This is an optimization exercise on Yosys and OpenROAD, whose aim is small area and a short achievable clock period, not a production implementation.
Where RTL was checked, it was by simulation tests only, not by an equivalence proof against the original.
Power figures rest on the tool's default switching activity, not on a simulated workload.

// insn_fetch
module insn_fetch (
    input  logic                          clock,
    input  logic                          reset,
    input  logic [2*64-1:0]      data_read,       
    input  logic [1:0]                    return_valid,
    input  logic [2:0]                    insn_taken,      
    input  logic                          resolve_valid,   
    input  logic [32-1:0]              resolve_target,
    output logic [4-1:0]       lane_valid,
    output logic [4*32-1:0] lane_insn,       
    output logic [4*32-1:0] lane_pc,
    output logic [4*32-1:0] lane_npc,
    output logic [4*32-1:0] lane_pred_pc,
    output logic [4-1:0]       lane_jal,
    output logic [4-1:0]       lane_jalr,
    output logic [4-1:0]       lane_branch,
    output logic [4*32-1:0] lane_target,
    output logic [32-1:0]              read_addr,
    output logic                          read_valid
);
==> flow/config.mk <==
export PLATFORM = sky130hd
export DESIGN_NAME = insn_fetch
export DESIGN_NICKNAME = insn_fetch
export VERILOG_FILES = /design/flow/design.v
export SDC_FILE = /design/flow/constraint.sdc
export NUM_CORES = 4
export LEC_CHECK = 0
export ABC_AREA = 1
export CAP_MARGIN = 20
export CORE_AREA = 3 3 497 81
export DIE_AREA = 0 0 500 84
export PLACE_DENSITY = 0.6
export SETUP_SLACK_MARGIN = 2.9
export SLEW_MARGIN = 20
export BUFFER_PORTS_ARGS = -buffer_cell sky130_fd_sc_hd__buf_1
export CTS_ARGS = -sink_clustering_enable -repair_clock_nets -sink_clustering_size 24 -sink_clustering_max_diameter 80 -buf_list sky130_fd_sc_hd__clkbuf_8 -dont_use_dummy_load
==> flow/constraint.sdc <==
create_clock -name core_clock -period 8.0 [get_ports {clock}]
set_input_delay 1.6000 -clock core_clock [delete_from_list [all_inputs] [get_ports {clock}]]
set_output_delay 1.6000 -clock core_clock [all_outputs]
set_load 0.01 [all_outputs]
standard.sh (not shown) runs the stock make flow with config.mk's settings and CLKGATE_MAP_FILE= SYNTH_SCRIPT=/design/flow/synth_recipe.tcl, a recipe that flattens the netlist after the stock synthesis.
==> flow/flow/run.sh <==
#!/bin/bash
# Standard ORFS layout, with plain buf_1 cells as the port buffers and a clock
# tree of clkbuf_8 cells. Each ORFS step writes its own log under orfs/logs/;
# make's output goes to make.log.
set -euo pipefail
cat >> config.mk <<'EOC'
export BUFFER_PORTS_ARGS = -buffer_cell sky130_fd_sc_hd__buf_1
export CTS_ARGS = -sink_clustering_enable -repair_clock_nets -sink_clustering_size 24 -sink_clustering_max_diameter 80 -buf_list sky130_fd_sc_hd__clkbuf_8 -dont_use_dummy_load
EOC
bash standard.sh > make.log 2>&1
The first run completed without violations.
==> next run, changes <==
--- a/flow/design.v
+++ b/flow/design.v
@@ -126,36 +126,18 @@
     sk_add #(.W(31)) tgt_add_i (
         .a ({pc[31:3], 1'b0, pc[1]}),
         .b ({{10{immj_q[21]}}, immj_q}),
         .y (tgt_hi)
     );
     assign tgt = {tgt_hi, 1'b0};
-    logic [3:0]  first;
-    logic [3:0]  pred_en;
-    logic        f_jal;
-    logic        f_inc;
-    logic [1:0]  f_lo;
-    logic [31:0] pred;
-    assign first[0] = ctrl[0];
-    assign first[1] = ctrl[1] & ~ctrl[0];
-    assign first[2] = ctrl[2] & ~ctrl[1] & ~ctrl[0];
-    assign first[3] = ctrl[3] & ~ctrl[2] & ~ctrl[1] & ~ctrl[0];
-    assign pred_en  = first & (jal | br);
-    assign f_jal    = |(first & jal);
-    assign f_inc    = |(first & {1'b1, c_m});
-    assign f_lo     = ({2{first[0]}} & lnpc[0][3:2]) | ({2{first[1]}} & lnpc[1][3:2]) |
-                      ({2{first[2]}} & lnpc[2][3:2]) | ({2{first[3]}} & lnpc[3][3:2]);
-    assign pred[31:4] = ({28{f_jal}} & tgt[31:4]) | ({28{~f_jal & f_inc}} & pc_hi_inc) |
-                        ({28{~f_jal & ~f_inc}} & pc_hi);
-    assign pred[3:0]  = f_jal ? tgt[3:0] : {f_lo, pc[1:0]};
     for (genvar k = 0; k < 4; k++) begin : g_out
         assign lane_insn[32*k +: 32]    = word[k];
         assign lane_pc[32*k +: 32]      = lpc[k];
         assign lane_npc[32*k +: 32]     = lnpc[k];
         assign lane_target[32*k +: 32]  = tgt;
-        assign lane_pred_pc[32*k +: 32] = {32{pred_en[k]}} & pred;
+        assign lane_pred_pc[32*k +: 32] = ({32{jal[k]}} & tgt) | ({32{br[k]}} & lnpc[k]);
     end
     assign lane_jal    = jal;
     assign lane_jalr   = jalr;
     assign lane_branch = br;
     logic       go;
     logic [3:0] valid;
Result: Final cell count is lower by 4.3%; worst setup slack is better by 25 ps; via count is higher by 0.35%; routed wire length is higher by about 3.6%; die area is unchanged.
The RTL of the first run of this note was laid out without a check of its function.


The RTL this note starts from:
==> flow/design.v <==
`timescale 1ns/1ps
`default_nettype none
module lane_predecode (
    input  logic [32-1:0] insn,
    output logic             jal,
    output logic             jalr,
    output logic             cond_branch
);
    assign jal         = insn[6:0] == 7'b1101111;
    assign jalr        = insn[6:0] == 7'b1100111;
    assign cond_branch = (insn[6:0] == 7'b1100011) & (insn[14:13] != 2'b01);
endmodule
`default_nettype wire
`timescale 1ns/1ps
`default_nettype none
module sk_add #(
    parameter int W = 32
) (
    input  logic [W-1:0] a,
    input  logic [W-1:0] b,
    output logic [W-1:0] y
);
    localparam int L = $clog2(W);
    logic [W-1:0] p [0:L];
    logic [W-1:0] g [0:L];
    assign p[0] = a ^ b;
    assign g[0] = a & b;
    for (genvar l = 0; l < L; l++) begin : g_lvl
        for (genvar i = 0; i < W; i++) begin : g_bit
            if (((i >> l) & 1) == 1) begin : g_op
                localparam int J = ((i >> l) << l) - 1;
                assign g[l+1][i] = g[l][i] | (p[l][i] & g[l][J]);
                assign p[l+1][i] = p[l][i] & p[l][J];
            end else begin : g_pass
                assign g[l+1][i] = g[l][i];
                assign p[l+1][i] = p[l][i];
            end
        end
    end
    assign y = p[0] ^ {g[L][W-2:0], 1'b0};
endmodule
module sk_inc #(
    parameter int W = 32
) (
    input  logic [W-1:0] a,
    input  logic         ci,
    output logic [W-1:0] y
);
    localparam int L = $clog2(W);
    logic [W-1:0] c [0:L];
    assign c[0] = a;
    for (genvar l = 0; l < L; l++) begin : g_lvl
        for (genvar i = 0; i < W; i++) begin : g_bit
            if (((i >> l) & 1) == 1) begin : g_op
                localparam int J = ((i >> l) << l) - 1;
                assign c[l+1][i] = c[l][i] & c[l][J];
            end else begin : g_pass
                assign c[l+1][i] = c[l][i];
            end
        end
    end
    assign y = a ^ ({c[L][W-2:0], 1'b1} & {W{ci}});
endmodule
`default_nettype wire
`timescale 1ns/1ps
`default_nettype none
module insn_fetch (
    input  logic                          clock,
    input  logic                          reset,
    input  logic [2*64-1:0]      data_read,       
    input  logic [1:0]                    return_valid,
    input  logic [2:0]                    insn_taken,      
    input  logic                          resolve_valid,   
    input  logic [32-1:0]              resolve_target,
    output logic [4-1:0]       lane_valid,
    output logic [4*32-1:0] lane_insn,       
    output logic [4*32-1:0] lane_pc,
    output logic [4*32-1:0] lane_npc,
    output logic [4*32-1:0] lane_pred_pc,
    output logic [4-1:0]       lane_jal,
    output logic [4-1:0]       lane_jalr,
    output logic [4-1:0]       lane_branch,
    output logic [4*32-1:0] lane_target,
    output logic [32-1:0]              read_addr,
    output logic                          read_valid
);
    logic [32-1:1] pc_q;
    logic [32-1:0] pc;
    logic [32-1:0] npc;
    logic             stall;
    logic [1:0]       rv_q;           
    logic [3:0][31:0] word;
    assign pc = {pc_q, 1'b0};
    logic [32-1:4] pc_hi;
    logic [32-1:4] pc_hi_inc;
    logic [3:0][31:0] lpc;            
    logic [3:0][31:0] lnpc;           
    assign pc_hi     = pc[32-1:4];
    sk_inc #(.W(32-4)) pc_hi_inc_i (.a(pc_hi), .ci(1'b1), .y(pc_hi_inc));
    logic [2:0] c_m;                  
    assign c_m[0] = pc[3] & pc[2];
    assign c_m[1] = pc[3];
    assign c_m[2] = pc[3] | pc[2];
    assign lpc[0]  = pc;
    assign lpc[1]  = {c_m[0] ? pc_hi_inc : pc_hi, pc[3] ^ pc[2], ~pc[2], pc[1:0]};
    assign lpc[2]  = {c_m[1] ? pc_hi_inc : pc_hi, ~pc[3], pc[2], pc[1:0]};
    assign lpc[3]  = {c_m[2] ? pc_hi_inc : pc_hi, ~(pc[3] ^ pc[2]), ~pc[2], pc[1:0]};
    assign lnpc[0] = lpc[1];
    assign lnpc[1] = lpc[2];
    assign lnpc[2] = lpc[3];
    assign lnpc[3] = {pc_hi_inc, pc[3:0]};
    logic [3:0] jal, jalr, br, ctrl, nz;
    for (genvar k = 0; k < 4; k++) begin : g_lane
        lane_predecode lane_predecode_i (
            .insn        (word[k]),
            .jal         (jal[k]),
            .jalr        (jalr[k]),
            .cond_branch (br[k])
        );
        assign ctrl[k] = jal[k] | jalr[k] | br[k];
        assign nz[k]   = |word[k];
    end
    logic [21:1] immj_q;
    logic [31:0] tgt;
    logic [31:1] tgt_hi;
    sk_add #(.W(31)) tgt_add_i (
        .a ({pc[31:3], 1'b0, pc[1]}),
        .b ({{10{immj_q[21]}}, immj_q}),
        .y (tgt_hi)
    );
    assign tgt = {tgt_hi, 1'b0};
    for (genvar k = 0; k < 4; k++) begin : g_out
        assign lane_insn[32*k +: 32]    = word[k];
        assign lane_pc[32*k +: 32]      = lpc[k];
        assign lane_npc[32*k +: 32]     = lnpc[k];
        assign lane_target[32*k +: 32]  = tgt;
        assign lane_pred_pc[32*k +: 32] = ({32{jal[k]}} & tgt) | ({32{br[k]}} & lnpc[k]);
    end
    assign lane_jal    = jal;
    assign lane_jalr   = jalr;
    assign lane_branch = br;
    logic       go;
    logic [3:0] valid;
    assign go       = ~stall & ~resolve_valid;
    assign valid[0] = go & rv_q[0] & nz[0];
    assign valid[1] = valid[0] & ~ctrl[0] & nz[1] & (~pc[2] | rv_q[1]);
    assign valid[2] = valid[1] & ~ctrl[1] & nz[2] & rv_q[1];
    assign valid[3] = valid[2] & ~ctrl[2] & nz[3] & ~pc[2];
    assign lane_valid = valid;
    logic [2:0] it;
    assign it = insn_taken;
    logic hold_set;
    logic sel_t;                      
    logic cy;                         
    logic [3:0] ctl;                  
    assign ctl      = jalr | br;
    assign hold_set = it[2] ? ctl[3] : (it[1] ? (it[0] ? ctl[2] : ctl[1]) : (it[0] & ctl[0]));
    assign sel_t    = it[2] ? jal[3] : (it[1] ? (it[0] ? jal[2] : jal[1]) : (it[0] & jal[0]));
    assign cy       = it[2] | (it[1] ? (it[0] ? c_m[2] : c_m[1]) : (it[0] & c_m[0]));
    logic [1:0] seq_lo;
    assign seq_lo[0] = pc[2] ^ it[0];
    assign seq_lo[1] = pc[3] ^ it[1] ^ (pc[2] & it[0]);
    logic sel_r, sel_tt, sel_i, sel_p;
    assign sel_r  = resolve_valid;
    assign sel_tt = ~resolve_valid & sel_t;
    assign sel_i  = ~resolve_valid & ~sel_t & cy;
    assign sel_p  = ~resolve_valid & ~sel_t & ~cy;
    assign npc[31:4] = ({28{sel_r}} & resolve_target[31:4]) | ({28{sel_tt}} & tgt[31:4]) |
                       ({28{sel_i}} & pc_hi_inc) | ({28{sel_p}} & pc_hi);
    assign npc[3:2]  = ({2{sel_r}} & resolve_target[3:2]) | ({2{sel_tt}} & tgt[3:2]) |
                       ({2{~sel_r & ~sel_t}} & seq_lo);
    assign npc[1:0]  = ({2{sel_r}} & resolve_target[1:0]) | ({2{sel_tt}} & tgt[1:0]) |
                       ({2{~sel_r & ~sel_t}} & pc[1:0]);
    assign read_addr  = {npc[32-1:3], 3'b000};
    assign read_valid = ~stall;
    logic [3:0][31:0] raw;
    logic [3:0]       raw_ctrl;
    logic [3:1]       jsel;
    logic [31:0]      jword;
    logic [1:0]       jidx;
    logic [31:0]      jimm;
    logic [31:0]      imm0;
    logic [21:1]      immj1;
    logic [21:1]      immj_d;
    assign raw = data_read;
    for (genvar j = 0; j < 4; j++) begin : g_raw
        logic r_jal, r_jalr, r_br;
        lane_predecode raw_predecode_i (
            .insn        (raw[j]),
            .jal         (r_jal),
            .jalr        (r_jalr),
            .cond_branch (r_br)
        );
        assign raw_ctrl[j] = r_jal | r_jalr | r_br;
    end
    assign jsel[1] = raw_ctrl[1];
    assign jsel[2] = raw_ctrl[2] & ~raw_ctrl[1];
    assign jsel[3] = raw_ctrl[3] & ~raw_ctrl[2] & ~raw_ctrl[1];
    always_comb begin
        jword = '0;
        for (int j = 1; j < 4; j++) jword |= {32{jsel[j]}} & raw[j];
    end
    assign jidx = {jsel[3] | jsel[2], jsel[3] | jsel[1]};
    assign jimm = jword[3] ? {{12{jword[31]}}, jword[19:12], jword[20], jword[30:21], 1'b0}
                           : {{20{jword[31]}}, jword[7], jword[30:25], jword[11:8], 1'b0};
    assign imm0 = raw[0][3] ? {{12{raw[0][31]}}, raw[0][19:12], raw[0][20], raw[0][30:21], 1'b0}
                            : {{20{raw[0][31]}}, raw[0][7], raw[0][30:25], raw[0][11:8], 1'b0};
    logic [4:2] jlo;
    logic [21:4] jhi;
    assign jlo = {1'b0, jimm[3:2]} + {1'b0, jidx};
    sk_inc #(.W(18)) jhi_inc_i (.a(jimm[21:4]), .ci(jlo[4]), .y(jhi));
    assign immj1 = {jhi, jlo[3:2], jimm[1]};
    assign immj_d = (raw_ctrl[0] & ~npc[2]) ? imm0[21:1] : immj1;
    always_ff @(posedge clock) begin
        immj_q <= immj_d;
    end
    always_ff @(posedge clock) begin
        if (reset) begin
            pc_q  <= '0;
            stall <= 1'b0;
            rv_q  <= '0;
        end else begin
            pc_q  <= npc[32-1:1];
            stall <= resolve_valid ? 1'b0 : (stall | hold_set);
            rv_q  <= return_valid;
        end
    end
    always_ff @(posedge clock) begin
        word[0] <= npc[2] ? data_read[63:32]  : data_read[31:0];
        word[1] <= npc[2] ? data_read[95:64]  : data_read[63:32];
        word[2] <= npc[2] ? data_read[127:96] : data_read[95:64];
        word[3] <= data_read[127:96];
    end
endmodule
`default_nettype wire
clock: 8.0 ns
lec_check: 0
abc_area: 1
cap_margin: 20
core_area: 3 3 497 81
die_area: 0 0 500 84
place_density: 0.6
setup_slack_margin: 2.8
slew_margin: 20
buffer_ports_args: -buffer_cell sky130_fd_sc_hd__buf_1
cts_args: -sink_clustering_enable -repair_clock_nets -sink_clustering_size 24 -sink_clustering_max_diameter 80 -buf_list {sky130_fd_sc_hd__clkbuf_8 sky130_fd_sc_hd__clkbuf_16} -dont_use_dummy_load
==> flow/flow/run.sh <==
#!/bin/bash
# Standard ORFS layout, with plain buf_1 cells as the port buffers and a clock
# tree of clkbuf_8 cells. Each ORFS step writes its own log under orfs/logs/;
# make's output goes to make.log.
set -euo pipefail
cat >> config.mk <<'EOC'
export BUFFER_PORTS_ARGS = -buffer_cell sky130_fd_sc_hd__buf_1
export CTS_ARGS = -sink_clustering_enable -repair_clock_nets -sink_clustering_size 24 -sink_clustering_max_diameter 80 -buf_list {sky130_fd_sc_hd__clkbuf_8 sky130_fd_sc_hd__clkbuf_16} -dont_use_dummy_load
EOC
bash standard.sh > make.log 2>&1
==> next run, changes <==
--- a/flow/design.v
+++ b/flow/design.v
@@ -148,28 +148,29 @@
     assign valid[3] = valid[2] & ~ctrl[2] & nz[3] & ~pc[2];
     assign lane_valid = valid;
-    logic [2:0] it;
-    assign it = insn_taken;
+    logic [3:0] last;                 
+    assign last[0] = insn_taken == 3'd1;
+    assign last[1] = insn_taken == 3'd2;
+    assign last[2] = insn_taken == 3'd3;
+    assign last[3] = insn_taken == 3'd4;
     logic hold_set;
-    logic sel_t;                      
-    logic cy;                         
-    logic [3:0] ctl;                  
-    assign ctl      = jalr | br;
-    assign hold_set = it[2] ? ctl[3] : (it[1] ? (it[0] ? ctl[2] : ctl[1]) : (it[0] & ctl[0]));
-    assign sel_t    = it[2] ? jal[3] : (it[1] ? (it[0] ? jal[2] : jal[1]) : (it[0] & jal[0]));
-    assign cy       = it[2] | (it[1] ? (it[0] ? c_m[2] : c_m[1]) : (it[0] & c_m[0]));
-    logic [1:0] seq_lo;
-    assign seq_lo[0] = pc[2] ^ it[0];
-    assign seq_lo[1] = pc[3] ^ it[1] ^ (pc[2] & it[0]);
-    logic sel_r, sel_tt, sel_i, sel_p;
-    assign sel_r  = resolve_valid;
-    assign sel_tt = ~resolve_valid & sel_t;
-    assign sel_i  = ~resolve_valid & ~sel_t & cy;
-    assign sel_p  = ~resolve_valid & ~sel_t & ~cy;
-    assign npc[31:4] = ({28{sel_r}} & resolve_target[31:4]) | ({28{sel_tt}} & tgt[31:4]) |
-                       ({28{sel_i}} & pc_hi_inc) | ({28{sel_p}} & pc_hi);
-    assign npc[3:2]  = ({2{sel_r}} & resolve_target[3:2]) | ({2{sel_tt}} & tgt[3:2]) |
-                       ({2{~sel_r & ~sel_t}} & seq_lo);
-    assign npc[1:0]  = ({2{sel_r}} & resolve_target[1:0]) | ({2{sel_tt}} & tgt[1:0]) |
-                       ({2{~sel_r & ~sel_t}} & pc[1:0]);
+    assign hold_set  = |(last & (jalr | br));
+    logic t_lo, t_hi, sel_t;          
+    logic c_lo, c_hi, cy;             
+    logic [1:0] seq_lo;               
+    logic [1:0] s_lo, s_hi;
+    assign t_lo  = insn_taken[0] & jal[0];
+    assign t_hi  = insn_taken[0] ? jal[2] : jal[1];
+    assign sel_t = insn_taken[2] ? jal[3] : (insn_taken[1] ? t_hi : t_lo);
+    assign c_lo  = insn_taken[0] & c_m[0];
+    assign c_hi  = insn_taken[0] ? c_m[2] : c_m[1];
+    assign cy    = insn_taken[2] | (insn_taken[1] ? c_hi : c_lo);
+    assign s_lo   = insn_taken[0] ? lpc[1][3:2] : pc[3:2];
+    assign s_hi   = insn_taken[0] ? lpc[3][3:2] : lpc[2][3:2];
+    assign seq_lo = (insn_taken[1] & ~insn_taken[2]) ? s_hi : s_lo;
+    logic [31:0] npc_nr;              
+    assign npc_nr[31:4] = sel_t ? tgt[31:4] : (cy ? pc_hi_inc : pc_hi);
+    assign npc_nr[3:2]  = sel_t ? tgt[3:2] : seq_lo;
+    assign npc_nr[1:0]  = sel_t ? tgt[1:0] : pc[1:0];
+    assign npc = resolve_valid ? resolve_target : npc_nr;
     assign read_addr  = {npc[32-1:3], 3'b000};
     assign read_valid = ~stall;
=>
- total power rises by 3.7%
- via count rises by 1.7%
- clock power falls by about 2.8%
- global-route usage falls by 0.43 points
- count of clock-buffer cells in the layout does not change
- fmax falls by 0.74%
- hold slack degrades by 30 ps
- combinational power rises by about 10%
- clock skew barely changes
- die area is unchanged
- sequential power is about the same
Function was not checked in any run of this note: the RTL went through the layout flow alone.

what the ideal ports hide:
The flow's constraints put no driver on any port. The routed layouts listed below were extracted and timed again, unchanged, in two steps.
Step 1 assumes that a clkbuf_16 drives the clock port and a buf_2 every other input.
Step 2 moves the port delays by t, midway between the first and last clock arrival at a register: inputs arrive t later, outputs are due t later. That takes back most of the time a late clock gives input paths.
Slacks: ideal / step 1 / step 2; pairs: ideal / step 1.
run | shift t [ns] | setup WS [ns] | worst setup path at the end | worst register clock-pin slew, ns | worst data-port slew with drivers (ns)
the first run of note 1 | 0.568 | 2.951 / 2.896 / 2.549 | input to register | 0.11 / 0.11 | 0.10
the second run of note 1 | 0.577 | 2.975 / 2.901 / 2.447 | input to register | 0.12 / 0.12 | 0.10
the first run of note 2 | 0.528 | 2.880 / 2.829 / 2.476 | input to register | 0.10 / 0.10 | 0.08
the second run of note 2 | 0.545 | 2.842 / 2.766 / 2.375 | input to register | 0.09 / 0.09 | 0.09
After both steps setup and hold are still met in every run listed. For the second run of note 1, which loses most, drivers alone change the setup slack by -0.074 ns; drivers and shift together by -0.528 ns.
